This is an optimization exercise on Yosys and OpenROAD, whose aim is small area, a short achievable clock period and few clock cycles, not a production implementation. At most, simulation tests tie the RTL to the original design; equivalence was not proved.

==> job 7235: inputs <==
Design aggregate_top, start of the top module:
module aggregate_top (
	input logic clk,
	input logic rst,
	input logic start,
	input logic [agg_pkg::COUNT_W-1:0] num_vertices,
	input logic rec_valid,
	input logic [link_pkg::REC_W-1:0] rec,
	output logic credit_return,
	input logic load_we,
	input logic [agg_pkg::VADDR_W-1:0] load_addr,
	input logic [agg_pkg::FEAT_W-1:0] load_data,
	input logic [agg_pkg::VADDR_W-1:0] rd_addr,
	output logic [agg_pkg::FEAT_W-1:0] rd_data,
	output logic busy,
	output logic done
);
clock: 8.5 ns
lec_check: 0
cap_margin: 20
core_margin: 2
core_utilization: 40
cts_buf_list: sky130_fd_sc_hd__clkbuf_16
cts_cluster_diameter: 70
cts_cluster_size: 24
setup_slack_margin: 5
slew_margin: 20
standard.sh (not shown) runs the stock make flow with config.mk's settings and CLKGATE_MAP_FILE= SYNTH_SCRIPT=/design/flow/synth_recipe.tcl, a recipe that flattens the netlist after the stock synthesis.
==> flow/flow/run.sh <==
#!/bin/bash
set -euo pipefail
MARGIN=5.4
CTS="-sink_clustering_enable -repair_clock_nets -sink_clustering_size 24 -sink_clustering_max_diameter 70 -buf_list sky130_fd_sc_hd__clkbuf_16 -dont_use_dummy_load"
sed -e "s/SETUP_SLACK_MARGIN=[0-9.]*/SETUP_SLACK_MARGIN=$MARGIN/" \
    -e "s/ \"\${@:-finish}\"/ CTS_ARGS=\"$CTS\" \"\${@:-finish}\"/" standard.sh > standard_margin.sh
grep -q "SETUP_SLACK_MARGIN=$MARGIN" standard_margin.sh
grep -q "dont_use_dummy_load" standard_margin.sh
bash standard_margin.sh > standard.log 2>&1
==> inputs of job 3797, as changes to job 7235 <==
--- a/flow/design.v
+++ b/flow/design.v
@@ -144,25 +144,23 @@
 	input logic [agg_pkg::VADDR_W-1:0] head_addr_q,  
 	input logic load_we,
 	output logic pop,
 	output logic [agg_pkg::VADDR_W-1:0] src_rd_addr,
 	output logic src_rd_en,
 	output logic [agg_pkg::ISSUE_W-1:0] issue,
-	output logic [agg_pkg::CODE_W-1:0] code_n,  
 	output logic done,
 	output logic busy
 );
 	logic pf_valid;
 	logic pf_stale;  
 	logic pf_header;
 	logic [agg_pkg::VADDR_W-1:0] pf_addr;
 	logic [agg_pkg::COUNT_W-1:0] pf_count;
 	logic pf_count0;
 	logic pf_count1;
 	logic [agg_pkg::CODE_W-1:0] pf_code;  
-	logic [agg_pkg::CODE_W-1:0] pf_code_n;  
 	logic issuing;  
 	logic in_run;  
 	logic [agg_pkg::COUNT_W-1:0] vert_left;  
 	logic [agg_pkg::COUNT_W-1:0] edges_left;  
 	logic vl_is0, vl_is1, vl_is2;
 	logic el_is1, el_is2;
@@ -242,13 +240,12 @@
 	end
 	assign issue[agg_pkg::ISSUE_VALID] = take;
 	assign issue[agg_pkg::ISSUE_FIRST] = pf_header;
 	assign issue[agg_pkg::ISSUE_LAST] = term_last;
 	assign issue[agg_pkg::ISSUE_RUN_END] = 1'b0;  
 	assign issue[agg_pkg::ISSUE_WEIGHT +: agg_pkg::CODE_W] = pf_code;
-	assign code_n = pf_code_n;
 	assign issue[agg_pkg::ISSUE_DST +: agg_pkg::VADDR_W] = pf_header ? pf_addr : cur_dst;
 	always_ff @(posedge clk) begin
 		if (rst) begin
 			pf_valid <= 1'b0;
 			pf_stale <= 1'b0;
 			issuing <= 1'b0;
@@ -283,25 +280,23 @@
 		pf_count0 <= pf_count0_n;
 		if (pop) begin
 			pf_addr <= head_addr;
 			pf_count <= head_count;
 			pf_count1 <= (head_count == agg_pkg::COUNT_W'(1));
 			pf_code <= head_code;
-			pf_code_n <= ~head_code;
 		end
 		if (take && pf_header) begin
 			cur_dst <= pf_addr;
 		end
 	end
 endmodule
 `timescale 1ns/100ps
 module vector_mac (
 	input logic clk,
 	input logic rst,
 	input logic [agg_pkg::ISSUE_W-1:0] issue,
-	input logic [agg_pkg::CODE_W-1:0] code_n,  
 	input logic [agg_pkg::FEAT_W-1:0] src_data,
 	output logic dst_we,
 	output logic [agg_pkg::VADDR_W-1:0] dst_addr,
 	output logic [agg_pkg::FEAT_W-1:0] dst_data
 );
 	localparam int ROWS = agg_pkg::MUL_ROWS;
@@ -318,13 +313,13 @@
 	logic [agg_pkg::FEAT_W-1:0] acc_next;
 	assign code = issue[agg_pkg::ISSUE_WEIGHT +: agg_pkg::CODE_W];
 	for (genvar i = 0; i < agg_pkg::FEAT_LANES; i++) begin : g_lane
 		localparam int RW = ROWS * agg_pkg::ELEM_W;
 		mul_lo16_cs mul_i (
 			.a(src_data[i*agg_pkg::ELEM_W +: agg_pkg::ELEM_W]),
-			.code(i < agg_pkg::FEAT_LANES / 2 ? code : ~code_n),
+			.code(code),
 			.rows(s1_rows[i*RW +: RW]),
 			.ext(s1_ext[i*agg_pkg::MUL_EXT +: agg_pkg::MUL_EXT])
 		);
 		acc_sum_cs sum_i (
 			.acc(acc[i*agg_pkg::ELEM_W +: agg_pkg::ELEM_W]),
 			.rows(s2_rows[i*RW +: RW]),
@@ -713,13 +708,12 @@
 	logic [agg_pkg::VADDR_W-1:0] head_addr;
 	logic pop;
 	logic [agg_pkg::VADDR_W-1:0] src_rd_addr;
 	logic src_rd_en;
 	logic [agg_pkg::FEAT_W-1:0] src_data;
 	logic [agg_pkg::ISSUE_W-1:0] issue;
-	logic [agg_pkg::CODE_W-1:0] code_n;
 	logic dst_we;
 	logic [agg_pkg::VADDR_W-1:0] dst_addr;
 	logic [agg_pkg::FEAT_W-1:0] dst_data;
 	record_ingress ingress_i (
 		.clk(clk),
 		.rst(rst),
@@ -741,13 +735,12 @@
 		.head_addr_q(head_addr),
 		.load_we(load_we),
 		.pop(pop),
 		.src_rd_addr(src_rd_addr),
 		.src_rd_en(src_rd_en),
 		.issue(issue),
-		.code_n(code_n),
 		.done(done),
 		.busy(busy)
 	);
 	feature_buffer #(.FWD(0)) src_buf_i (  
 		.clk(clk),
 		.we(load_we),
@@ -758,13 +751,12 @@
 		.rd_data(src_data)
 	);
 	vector_mac mac_i (
 		.clk(clk),
 		.rst(rst),
 		.issue(issue),
-		.code_n(code_n),
 		.src_data(src_data),
 		.dst_we(dst_we),
 		.dst_addr(dst_addr),
 		.dst_data(dst_data)
 	);
 	feature_buffer #(.FWD(1)) dst_buf_i (  
==> flow/run.sh (new file) <==
#!/bin/bash
# synth_recipe.tcl (not shown) runs the flow's synth.tcl, then flattens the netlist and writes it again
# the make line also repeats each setting of config.mk as NAME=value (left out here)
make -C /OpenROAD-flow-scripts/flow DESIGN_CONFIG=/design/flow/config.mk WORK_HOME=/design/flow/orfs CLKGATE_MAP_FILE= SYNTH_SCRIPT=/design/flow/synth_recipe.tcl finish
- SETUP_SLACK_MARGIN: 5 -> 4.5
removed: flow/flow/run.sh
removed: flow/standard.sh
==> inputs of job 115, as changes to job 7235 <==
--- a/flow/design.v
+++ b/flow/design.v
@@ -39,27 +39,25 @@
 	input logic [agg_pkg::FEAT_W-1:0] wr_data,
 	input logic rd_en,
 	input logic [agg_pkg::VADDR_W-1:0] rd_addr,
 	output logic [agg_pkg::FEAT_W-1:0] rd_data
 );
 	logic [agg_pkg::NUM_VERTICES-1:0][agg_pkg::FEAT_W-1:0] mem;
-	logic [agg_pkg::NUM_VERTICES-1:0] wr_sel;
 	logic [agg_pkg::NUM_VERTICES-1:0] rd_sel;
 	logic fwd_hit;
 	logic [agg_pkg::FEAT_W-1:0] rd_next;
 	for (genvar i = 0; i < agg_pkg::NUM_VERTICES; i++) begin : g_slot
-		assign wr_sel[i] = we && (wr_addr == agg_pkg::VADDR_W'(i));
 		always_ff @(posedge clk) begin
-			if (wr_sel[i]) begin
+			if (we && wr_addr == agg_pkg::VADDR_W'(i)) begin
 				mem[i] <= wr_data;
 			end
 		end
 	end
 	assign fwd_hit = FWD && we && (wr_addr == rd_addr);
 	for (genvar i = 0; i < agg_pkg::NUM_VERTICES; i++) begin : g_sel
-		assign rd_sel[i] = (rd_addr == agg_pkg::VADDR_W'(i)) && !(FWD && wr_sel[i]);
+		assign rd_sel[i] = (rd_addr == agg_pkg::VADDR_W'(i)) && !fwd_hit;
 	end
 	always_comb begin
 		rd_next = {agg_pkg::FEAT_W{fwd_hit}} & wr_data;
 		for (int i = 0; i < agg_pkg::NUM_VERTICES; i++) begin
 			rd_next = rd_next | ({agg_pkg::FEAT_W{rd_sel[i]}} & mem[i]);
 		end
@@ -144,51 +142,41 @@
 	input logic [agg_pkg::VADDR_W-1:0] head_addr_q,  
 	input logic load_we,
 	output logic pop,
 	output logic [agg_pkg::VADDR_W-1:0] src_rd_addr,
 	output logic src_rd_en,
 	output logic [agg_pkg::ISSUE_W-1:0] issue,
-	output logic [agg_pkg::CODE_W-1:0] code_n,  
 	output logic done,
 	output logic busy
 );
 	logic pf_valid;
 	logic pf_stale;  
 	logic pf_header;
 	logic [agg_pkg::VADDR_W-1:0] pf_addr;
 	logic [agg_pkg::COUNT_W-1:0] pf_count;
 	logic pf_count0;
-	logic pf_count1;
 	logic [agg_pkg::CODE_W-1:0] pf_code;  
-	logic [agg_pkg::CODE_W-1:0] pf_code_n;  
 	logic issuing;  
 	logic in_run;  
 	logic [agg_pkg::COUNT_W-1:0] vert_left;  
 	logic [agg_pkg::COUNT_W-1:0] edges_left;  
-	logic vl_is0, vl_is1, vl_is2;
-	logic el_is1, el_is2;
 	logic [agg_pkg::VADDR_W-1:0] cur_dst;
 	logic [agg_pkg::VADDR_W-1:0] head_addr;
 	logic [agg_pkg::COUNT_W-1:0] head_count;
 	logic [agg_pkg::ELEM_W-1:0] head_weight;
 	logic head_header;
 	logic [agg_pkg::CODE_W-1:0] head_code;
 	logic [agg_pkg::COUNT_W-1:0] vl;  
-	logic vl_eq0, vl_eq1, vl_eq2;  
 	logic pf_ready;
 	logic take;
-	logic take_h;  
-	logic take_e;  
 	logic term_last;
 	logic term_end;
 	logic pf_valid_n;
 	logic pf_stale_n;
 	logic pf_header_n;
 	logic pf_count0_n;
-	logic vl_is0_n, vl_is1_n;
-	logic el_is1_n;
 	logic issuing_n;
 	logic in_run_n;
 	logic [agg_pkg::COUNT_W-1:0] vert_left_n;
 	logic [agg_pkg::COUNT_W-1:0] edges_left_n;
 	logic term_end_n;
 	logic done_n;
@@ -197,111 +185,91 @@
 	assign head_weight = head[link_pkg::REC_WEIGHT +: agg_pkg::ELEM_W];
 	assign head_header = (head[link_pkg::REC_KIND] == link_pkg::REC_HEADER);
 	booth_enc enc_i (
 		.w(head_header ? agg_pkg::ELEM_W'(1) : head_weight),
 		.code(head_code)
 	);
+	function automatic logic is_end(input logic header, input logic count0,
+			input logic [agg_pkg::COUNT_W-1:0] vleft, input logic [agg_pkg::COUNT_W-1:0] eleft);
+		is_end = header ? (count0 && (vleft == agg_pkg::COUNT_W'(1)))
+			: ((eleft == agg_pkg::COUNT_W'(1)) && (vleft == '0));
+	endfunction
 	assign vl = start ? num_vertices : vert_left;
-	assign vl_eq0 = start ? (num_vertices == '0) : vl_is0;
-	assign vl_eq1 = start ? (num_vertices == agg_pkg::COUNT_W'(1)) : vl_is1;
-	assign vl_eq2 = start ? (num_vertices == agg_pkg::COUNT_W'(2)) : vl_is2;
 	assign pf_ready = pf_valid && !pf_stale;
 	assign take = pf_ready && (issuing || start);
-	assign take_h = take && pf_header;
-	assign take_e = take && !pf_header;
 	assign pop = head_valid && !load_we && !pf_stale && (!pf_valid || take);
 	assign src_rd_addr = pf_stale ? pf_addr : head_addr_q;
 	assign src_rd_en = pop || (pf_stale && !load_we);
-	assign term_last = pf_header ? pf_count0 : el_is1;
-	assign term_end = pf_header ? (pf_count0 && vl_eq1) : (el_is1 && vl_eq0);
+	assign term_last = pf_header ? pf_count0 : (edges_left == agg_pkg::COUNT_W'(1));
+	assign term_end = is_end(pf_header, pf_count0, vl, edges_left);
 	always_comb begin
 		pf_valid_n = pop || (pf_valid && !take);
 		pf_stale_n = load_we && pf_valid;  
 		pf_header_n = pop ? head_header : pf_header;
 		pf_count0_n = pop ? (head_count == '0) : pf_count0;
-		vert_left_n = vl - take_h;
-		vl_is0_n = take_h ? vl_eq1 : vl_eq0;
-		vl_is1_n = take_h ? vl_eq2 : vl_eq1;
-		if (take_h) begin
-			edges_left_n = pf_count;
-			el_is1_n = pf_count1;
-		end else if (take_e) begin
-			edges_left_n = edges_left - 1'b1;
-			el_is1_n = el_is2;
-		end else if (start) begin
-			edges_left_n = '0;
-			el_is1_n = 1'b0;
-		end else begin
-			edges_left_n = edges_left;
-			el_is1_n = el_is1;
+		vert_left_n = vl;
+		edges_left_n = start ? '0 : edges_left;
+		if (take) begin
+			if (pf_header) begin
+				vert_left_n = vl - 1'b1;
+				edges_left_n = pf_count;
+			end else begin
+				edges_left_n = edges_left - 1'b1;
+			end
 		end
 		issuing_n = (issuing || start) && !(take && term_end);
 		in_run_n = (in_run || start) && !done;
-		term_end_n = pf_header_n ? (pf_count0_n && vl_is1_n) : (el_is1_n && vl_is0_n);
+		term_end_n = is_end(pf_header_n, pf_count0_n, vert_left_n, edges_left_n);
 		done_n = (issuing_n && pf_valid_n && !pf_stale_n && term_end_n)
 			|| (start && take && term_end);
 	end
 	assign issue[agg_pkg::ISSUE_VALID] = take;
 	assign issue[agg_pkg::ISSUE_FIRST] = pf_header;
 	assign issue[agg_pkg::ISSUE_LAST] = term_last;
 	assign issue[agg_pkg::ISSUE_RUN_END] = 1'b0;  
 	assign issue[agg_pkg::ISSUE_WEIGHT +: agg_pkg::CODE_W] = pf_code;
-	assign code_n = pf_code_n;
 	assign issue[agg_pkg::ISSUE_DST +: agg_pkg::VADDR_W] = pf_header ? pf_addr : cur_dst;
 	always_ff @(posedge clk) begin
 		if (rst) begin
 			pf_valid <= 1'b0;
 			pf_stale <= 1'b0;
 			issuing <= 1'b0;
 			in_run <= 1'b0;
 			done <= 1'b0;
 			busy <= 1'b0;
 			vert_left <= '0;
 			edges_left <= '0;
-			vl_is0 <= 1'b1;
-			vl_is1 <= 1'b0;
-			vl_is2 <= 1'b0;
-			el_is1 <= 1'b0;
-			el_is2 <= 1'b0;
 		end else begin
 			pf_valid <= pf_valid_n;
 			pf_stale <= pf_stale_n;
 			issuing <= issuing_n;
 			in_run <= in_run_n;
 			done <= done_n;
 			busy <= in_run_n && !done_n;
 			vert_left <= vert_left_n;
 			edges_left <= edges_left_n;
-			vl_is0 <= vl_is0_n;
-			vl_is1 <= vl_is1_n;
-			vl_is2 <= (vert_left_n == agg_pkg::COUNT_W'(2));
-			el_is1 <= el_is1_n;
-			el_is2 <= (edges_left_n == agg_pkg::COUNT_W'(2));
 		end
 	end
 	always_ff @(posedge clk) begin
 		pf_header <= pf_header_n;
 		pf_count0 <= pf_count0_n;
 		if (pop) begin
 			pf_addr <= head_addr;
 			pf_count <= head_count;
-			pf_count1 <= (head_count == agg_pkg::COUNT_W'(1));
 			pf_code <= head_code;
-			pf_code_n <= ~head_code;
 		end
 		if (take && pf_header) begin
 			cur_dst <= pf_addr;
 		end
 	end
 endmodule
 `timescale 1ns/100ps
 module vector_mac (
 	input logic clk,
 	input logic rst,
 	input logic [agg_pkg::ISSUE_W-1:0] issue,
-	input logic [agg_pkg::CODE_W-1:0] code_n,  
 	input logic [agg_pkg::FEAT_W-1:0] src_data,
 	output logic dst_we,
 	output logic [agg_pkg::VADDR_W-1:0] dst_addr,
 	output logic [agg_pkg::FEAT_W-1:0] dst_data
 );
 	localparam int ROWS = agg_pkg::MUL_ROWS;
@@ -318,13 +286,13 @@
 	logic [agg_pkg::FEAT_W-1:0] acc_next;
 	assign code = issue[agg_pkg::ISSUE_WEIGHT +: agg_pkg::CODE_W];
 	for (genvar i = 0; i < agg_pkg::FEAT_LANES; i++) begin : g_lane
 		localparam int RW = ROWS * agg_pkg::ELEM_W;
 		mul_lo16_cs mul_i (
 			.a(src_data[i*agg_pkg::ELEM_W +: agg_pkg::ELEM_W]),
-			.code(i < agg_pkg::FEAT_LANES / 2 ? code : ~code_n),
+			.code(code),
 			.rows(s1_rows[i*RW +: RW]),
 			.ext(s1_ext[i*agg_pkg::MUL_EXT +: agg_pkg::MUL_EXT])
 		);
 		acc_sum_cs sum_i (
 			.acc(acc[i*agg_pkg::ELEM_W +: agg_pkg::ELEM_W]),
 			.rows(s2_rows[i*RW +: RW]),
@@ -713,13 +681,12 @@
 	logic [agg_pkg::VADDR_W-1:0] head_addr;
 	logic pop;
 	logic [agg_pkg::VADDR_W-1:0] src_rd_addr;
 	logic src_rd_en;
 	logic [agg_pkg::FEAT_W-1:0] src_data;
 	logic [agg_pkg::ISSUE_W-1:0] issue;
-	logic [agg_pkg::CODE_W-1:0] code_n;
 	logic dst_we;
 	logic [agg_pkg::VADDR_W-1:0] dst_addr;
 	logic [agg_pkg::FEAT_W-1:0] dst_data;
 	record_ingress ingress_i (
 		.clk(clk),
 		.rst(rst),
@@ -741,13 +708,12 @@
 		.head_addr_q(head_addr),
 		.load_we(load_we),
 		.pop(pop),
 		.src_rd_addr(src_rd_addr),
 		.src_rd_en(src_rd_en),
 		.issue(issue),
-		.code_n(code_n),
 		.done(done),
 		.busy(busy)
 	);
 	feature_buffer #(.FWD(0)) src_buf_i (  
 		.clk(clk),
 		.we(load_we),
@@ -758,13 +724,12 @@
 		.rd_data(src_data)
 	);
 	vector_mac mac_i (
 		.clk(clk),
 		.rst(rst),
 		.issue(issue),
-		.code_n(code_n),
 		.src_data(src_data),
 		.dst_we(dst_we),
 		.dst_addr(dst_addr),
 		.dst_data(dst_data)
 	);
 	feature_buffer #(.FWD(1)) dst_buf_i (  
==> flow/run.sh (new file) <==
#!/bin/bash
# synth_recipe.tcl (not shown) runs the flow's synth.tcl, then flattens the netlist and writes it again
# the make line also repeats each setting of config.mk as NAME=value (left out here)
make -C /OpenROAD-flow-scripts/flow DESIGN_CONFIG=/design/flow/config.mk WORK_HOME=/design/flow/orfs CLKGATE_MAP_FILE= SYNTH_SCRIPT=/design/flow/synth_recipe.tcl finish
removed: flow/flow/run.sh
removed: flow/standard.sh
==> inputs of job 4874, as changes to job 7235 <==
==> flow/flow/run.sh (replaced) <==
#!/bin/bash
set -euo pipefail
MARGIN=5.4
PORTBUF=sky130_fd_sc_hd__buf_2
sed -e "s/SETUP_SLACK_MARGIN=[0-9.]*/SETUP_SLACK_MARGIN=$MARGIN/" \
    -e "s/ \"\${@:-finish}\"/ BUFFER_PORTS_ARGS=\"-buffer_cell $PORTBUF\" \"\${@:-finish}\"/" standard.sh > standard_margin.sh
grep -q "SETUP_SLACK_MARGIN=$MARGIN" standard_margin.sh
grep -q "BUFFER_PORTS_ARGS" standard_margin.sh
bash standard_margin.sh > standard.log 2>&1
- PLACE_DENSITY: not set -> 0.68
==> qor summary <==
Result of the run: job 4874 timing/DRC/antenna clean; job 115 timing/DRC/antenna clean; job 3797 timing/DRC/antenna clean; job 7235 timing/DRC/antenna clean
Final HPWL from detailed placement: job 4874 166000 um; job 115 158000 um; job 3797 172000 um; job 7235 174000 um
Sort of element at the start of the critical path: job 4874 register; job 115 input pin; job 3797 input pin; job 7235 register
Initial core utilization: job 4874 40.3%; job 115 40.1%; job 3797 40.3%; job 7235 40.3%
Non-clk invs: job 4874 244; job 115 187; job 3797 181; job 7235 244
Number of clock-tree buffers in the layout: job 4874 141; job 115 145; job 3797 142; job 7235 150
Worst reg2reg setup slack: job 4874 5.28 ns; job 115 5.07 ns; job 3797 4.54 ns; job 7235 5.21 ns
Fraction of the mapped netlist area in compound gates: job 4874 12.3%; job 115 12.0%; job 3797 12.5%; job 7235 12.3%
Setup slack after placement: job 4874 3.79 ns; job 115 2.31 ns; job 3797 3.06 ns; job 7235 3.40 ns
Number of gates resized after cts: job 4874 366; job 115 210; job 3797 10; job 7235 724
Antenna violations before repair: job 4874 46; job 115 38; job 3797 39; job 7235 41
Met3 wire length: job 4874 35500 um; job 115 23800 um; job 3797 26500 um; job 7235 26200 um
Final Util: job 4874 46.1%; job 115 45.2%; job 3797 44.8%; job 7235 46.1%
Startpoint of the worst-slack reg-to-reg timing path: job 4874 src_buf_i.rd_data[41]; job 115 ctrl_i.pf_stale; job 3797 ctrl_i.pf_stale; job 7235 src_buf_i.rd_data[61]
Count of cells along the worst register-to-register path: job 4874 11; job 115 8; job 3797 10; job 7235 10
Seq_cells: job 4874 2562; job 115 2530; job 3797 2536; job 7235 2562
Syn Area/Cell: job 4874 16.1 um^2; job 115 16.5 um^2; job 3797 16.1 um^2; job 7235 16.1 um^2
First-pass GRT wire length: job 4874 428000 um; job 115 413000 um; job 3797 433000 um; job 7235 439000 um
Post-route cell area: job 4874 118000 um^2; job 115 115000 um^2; job 3797 114000 um^2; job 7235 118000 um^2
Proportion of cell area occupied by registers: job 4874 62.5%; job 115 63.8%; job 3797 64.1%; job 7235 62.6%
Max Clock Freq: job 4874 310 MHz; job 115 287 MHz; job 3797 248 MHz; job 7235 304 MHz
Testbench counts of job 7235, summed over its fixed seeds: cycles 3,824.
Testbench counts of job 115, summed over its fixed seeds: cycles 3,824.
Testbench counts of job 4874, summed over its fixed seeds: cycles 3,824.
For job 3797, only the layout was checked, not whether the RTL still works.

static timing again, ports no longer ideal:
In the flow no input, the clock included, has a driving cell. The finished layouts below were timed again as built, in two steps.
Step 1, drivers: a clkbuf_16 drives clk and a buf_2 each remaining input, both assumed.
Step 2 also shifts input and output timing later by t, the mid clock arrival at the registers, as if the neighbouring blocks saw the same clock.
Three values: no drivers, after step 1, after step 2; two values: the first two.
run	shift t [ns]	slack for setup (ns)	hold WS [ns]	worst setup path at the end
job 7235	0.889	5.205 / 5.205 / 4.574	0.430 / 0.430 / 0.430	input to register
job 3797	0.914	4.464 / 4.497 / 3.583	0.443 / 0.443 / 0.443	input to register
job 115	0.938	5.011 / 4.981 / 4.139	0.446 / 0.446 / 0.446	input to register
job 4874	0.933	5.279 / 5.279 / 4.551	0.455 / 0.455 / 0.455	input to register
After both steps setup and hold are still met in every run listed. The setup slack of job 3797, which loses most, moves by +0.033 ns with the drivers and by -0.881 ns with both steps.
